What follows belongs to an exercise in optimizing a design on an open flow for small area, a short achievable clock period and few clock cycles per item; a production flow would make more cautious choices.
The RTL was checked by simulation tests, not by an equivalence proof against the original design.
Power is estimated from default activity; no workload was simulated.

Setup of run A:
// arima_serial_core
module arima_serial_core
#(
    parameter int N     = 32,
    parameter int Q     = 15,
    parameter int P_MAX = 8,
    parameter int Q_MAX = 8,
    parameter int D_MAX = 2
) (
    input  logic                         clk,
    input  logic                         rst_n,
    input  logic                         clr,
    input  logic [$clog2(P_MAX+1)-1:0]   cfg_p,
    input  logic [$clog2(Q_MAX+1)-1:0]   cfg_q,
    input  logic [$clog2(D_MAX+1)-1:0]   cfg_d,
    input  logic [P_MAX*N-1:0]           ar_coef,
    input  logic [Q_MAX*N-1:0]           ma_coef,
    input  logic signed [N-1:0]          cont,
    input  logic signed [N-1:0]          kalman_beta,
    output logic                         overflow,
    output logic                         busy,
    input  logic                         in_valid,
    output logic                         in_ready,
    input  logic signed [N-1:0]          in_data,
    output logic                         out_valid,
    input  logic                         out_ready,
    output logic signed [N-1:0]          out_data
);
Size in the first run: about 7300 cells after synthesis, roughly 660 I/O pins.
clock: 14.0 ns
lec_check: 0
cap_margin: 20
core_margin: 2
core_utilization: 40
cts_cluster_diameter: 60
cts_cluster_size: 25
slew_margin: 20
standard.sh (not shown) runs the stock make flow with config.mk's settings and CLKGATE_MAP_FILE= SYNTH_SCRIPT=/design/flow/synth_recipe.tcl, a recipe that flattens the netlist after the stock synthesis.
==> flow/flow/run.sh <==
#!/bin/bash
# Own flow: the standard layout, with two changes to how it is made:
#  - the port buffers are the smallest buffer (sky130_fd_sc_hd__buf_1) instead of
#    buffer_ports' default choice;
#  - timing repair aims for 9.75 ns of setup slack (a 4.25 ns period) (it stops at what it can reach), so it
#    works on the design's slowest paths even though the 14 ns clock is met.
# Synthesis, floorplan, power grid, tap cells, the clock and the SDC are the standard flow's.
set -euo pipefail
export BUFFER_PORTS_ARGS="-buffer_cell sky130_fd_sc_hd__buf_1"
export SETUP_SLACK_MARGIN=9.75
bash standard.sh > standard_flow.log 2>&1
Run A: PASS, flow complete, no timing, DRC or antenna violations
Testbench counts of run A, summed over its fixed seeds: cycles 23,697, items 2,560.
Input-level comparison between run B and run A:
- a deleted CTS_CLUSTER_DIAMETER that had been 60
- a deleted CTS_CLUSTER_SIZE that had been 25
diff --git a/flow/flow/run.sh b/flow/flow/run.sh
--- a/flow/flow/run.sh
+++ b/flow/flow/run.sh
@@ -4,3 +4,3 @@
 #    buffer_ports' default choice;
-#  - timing repair aims for 9.75 ns of setup slack (a 4.25 ns period) (it stops at what it can reach), so it
+#  - timing repair aims for 10.1 ns of setup slack (a 3.9 ns period) (it stops at what it can reach), so it
 #    works on the design's slowest paths even though the 14 ns clock is met.
@@ -9,3 +9,3 @@
 export BUFFER_PORTS_ARGS="-buffer_cell sky130_fd_sc_hd__buf_1"
-export SETUP_SLACK_MARGIN=9.75
+export SETUP_SLACK_MARGIN=10.1
 bash standard.sh > standard_flow.log 2>&1
--- outcome ---
Comparing the two runs side by side, run B comes out behind run A on total detailed-routing wirelength. Relative to run A, the area added between synthesis and finish of run B is higher by 5.5 points. When run B is set beside run A, its transition time at the pin with the least slew margin turns out to be 0.042 ns smaller. Run B ended with less logic depth of the worst register-to-register path than run A. Run A → run B: global-route usage now sits higher; maximum clock rate level.
#### Input delta (run C over run B)
diff --git a/flow/flow/run.sh b/flow/flow/run.sh
--- a/flow/flow/run.sh
+++ b/flow/flow/run.sh
@@ -4,3 +4,3 @@
 #    buffer_ports' default choice;
-#  - timing repair aims for 10.1 ns of setup slack (a 3.9 ns period) (it stops at what it can reach), so it
+#  - timing repair aims for 9.75 ns of setup slack (a 4.25 ns period) (it stops at what it can reach), so it
 #    works on the design's slowest paths even though the 14 ns clock is met.
@@ -9,3 +9,3 @@
 export BUFFER_PORTS_ARGS="-buffer_cell sky130_fd_sc_hd__buf_1"
-export SETUP_SLACK_MARGIN=10.1
+export SETUP_SLACK_MARGIN=9.75
 bash standard.sh > standard_flow.log 2>&1
==> comparison <==
Maximum frequency on run C is down relative to run B.
Higher fraction of area in multi-input gates among run C and run B: run C
Layout clock buffer count (run C / run B): 1.16

---

## build 21
arima_serial_core again, from the RTL that the note above started with.
Settings: LEC_CHECK=0, CAP_MARGIN=20, CORE_MARGIN=2, CORE_UTILIZATION=40, SLEW_MARGIN=20; clock period 14.0 ns.
==> flow/flow/run.sh <==
#!/bin/bash
# Own flow: the standard layout, with two changes to how it is made:
#  - the port buffers are the smallest buffer (sky130_fd_sc_hd__buf_1) instead of
#    buffer_ports' default choice;
#  - timing repair aims for 9.9 ns of setup slack (a 4.1 ns period) (it stops at what it can reach), so it
#    works on the design's slowest paths even though the 14 ns clock is met.
# Synthesis, floorplan, power grid, tap cells, the clock and the SDC are the standard flow's.
set -euo pipefail
export BUFFER_PORTS_ARGS="-buffer_cell sky130_fd_sc_hd__buf_1"
export SETUP_SLACK_MARGIN=9.9
bash standard.sh > standard_flow.log 2>&1
Build 21 has completed all stages; timing, DRC and antenna checks passed.
Testbench counts of build 21, summed over its fixed seeds: cycles 23,697, items 2,560.
#### Input delta (build 5 over build 21)
Settings: CTS_CLUSTER_DIAMETER newly set to 80; CTS_CLUSTER_SIZE newly set to 30.
--- a/flow/flow/run.sh
+++ b/flow/flow/run.sh
@@ -5 +5 @@
-#  - timing repair aims for 9.9 ns of setup slack (a 4.1 ns period) (it stops at what it can reach), so it
+#  - timing repair aims for 9.75 ns of setup slack (a 4.25 ns period) (it stops at what it can reach), so it
@@ -10 +10 @@
-export SETUP_SLACK_MARGIN=9.9
+export SETUP_SLACK_MARGIN=9.75
==> run notes <==
On non-clock buffer instance count of the final layout, the lower figure sits with build 5, not build 21.
Against build 21, build 5 comes in 4.5 points lower on signed area change from the synthesized netlist to the final layout.
There was hardly any difference in total number of clock tree sinks between build 21 and build 5.
Share of the core filled with cells: build 5 < build 21
out_data[21] as the end of the critical path was reported by build 21, and out_data[26] by build 5.
Total routing usage reported by global routing: higher on build 21
Input changes introduced in build 26 (baseline for comparison: build 5):
--- a/flow/flow/run.sh
+++ b/flow/flow/run.sh
@@ -5 +5 @@
-#  - timing repair aims for 9.75 ns of setup slack (a 4.25 ns period) (it stops at what it can reach), so it
+#  - timing repair aims for 9.9 ns of setup slack (a 4.1 ns period) (it stops at what it can reach), so it
@@ -10 +10 @@
-export SETUP_SLACK_MARGIN=9.75
+export SETUP_SLACK_MARGIN=9.9
==> run notes <==
Diff build 5 -> build 26 | number of non-clock buffers in the layout | increase of 87. Summary of the comparison: cell count is higher in build 26, relative to build 5. Going from build 5 to build 26, buffer share of cell area moved up; final weighted congestion of routability-driven global placement fell 0.55%; final worst-path setup slack went up 0.013 ns; fraction of power spent switching nets rose 0.43 points; area of the multi-input gates saw an increase. Any difference in final cycle utilization of the critical path between build 26 and build 5 is small enough to ignore.

-- what the ideal ports hide --
The flow's constraints put no driver on any port. The routed layouts listed below were extracted and timed again, unchanged, in two steps. Step 1: set_driving_cell puts a clkbuf_16 on clk and a buf_2 on each other input, an assumption about the parent block. Step 2 adds t to the input delays and takes it off the output delays; t is the mean of the earliest and latest rising clock arrival at the registers after step 1. Input paths then give back, and output paths get back, about the clock's delay inside the block. a / b / c = ideal ports / drivers / drivers and shift; a / b = the first two.
| run | t, ns | setup slack, ns | worst data-port slew with drivers (ns) |
|---|---|---|---|
| run A | 0.835 | 9.746 / 9.657 / 9.171 | 0.39 |
| run B | 0.852 | 9.754 / 9.668 / 9.206 | 0.40 |
| run C | 0.846 | 9.733 / 9.651 / 9.149 | 0.39 |
| build 21 | 0.853 | 9.745 / 9.653 / 9.239 | 0.37 |
| build 5 | 0.809 | 9.769 / 9.687 / 9.119 | 0.35 |
| build 26 | 0.814 | 9.782 / 9.699 / 9.212 | 0.34 |
After both steps setup and hold are still met in every run listed. For build 5, which loses most, drivers alone change the setup slack by -0.082 ns; drivers and shift together by -0.650 ns.
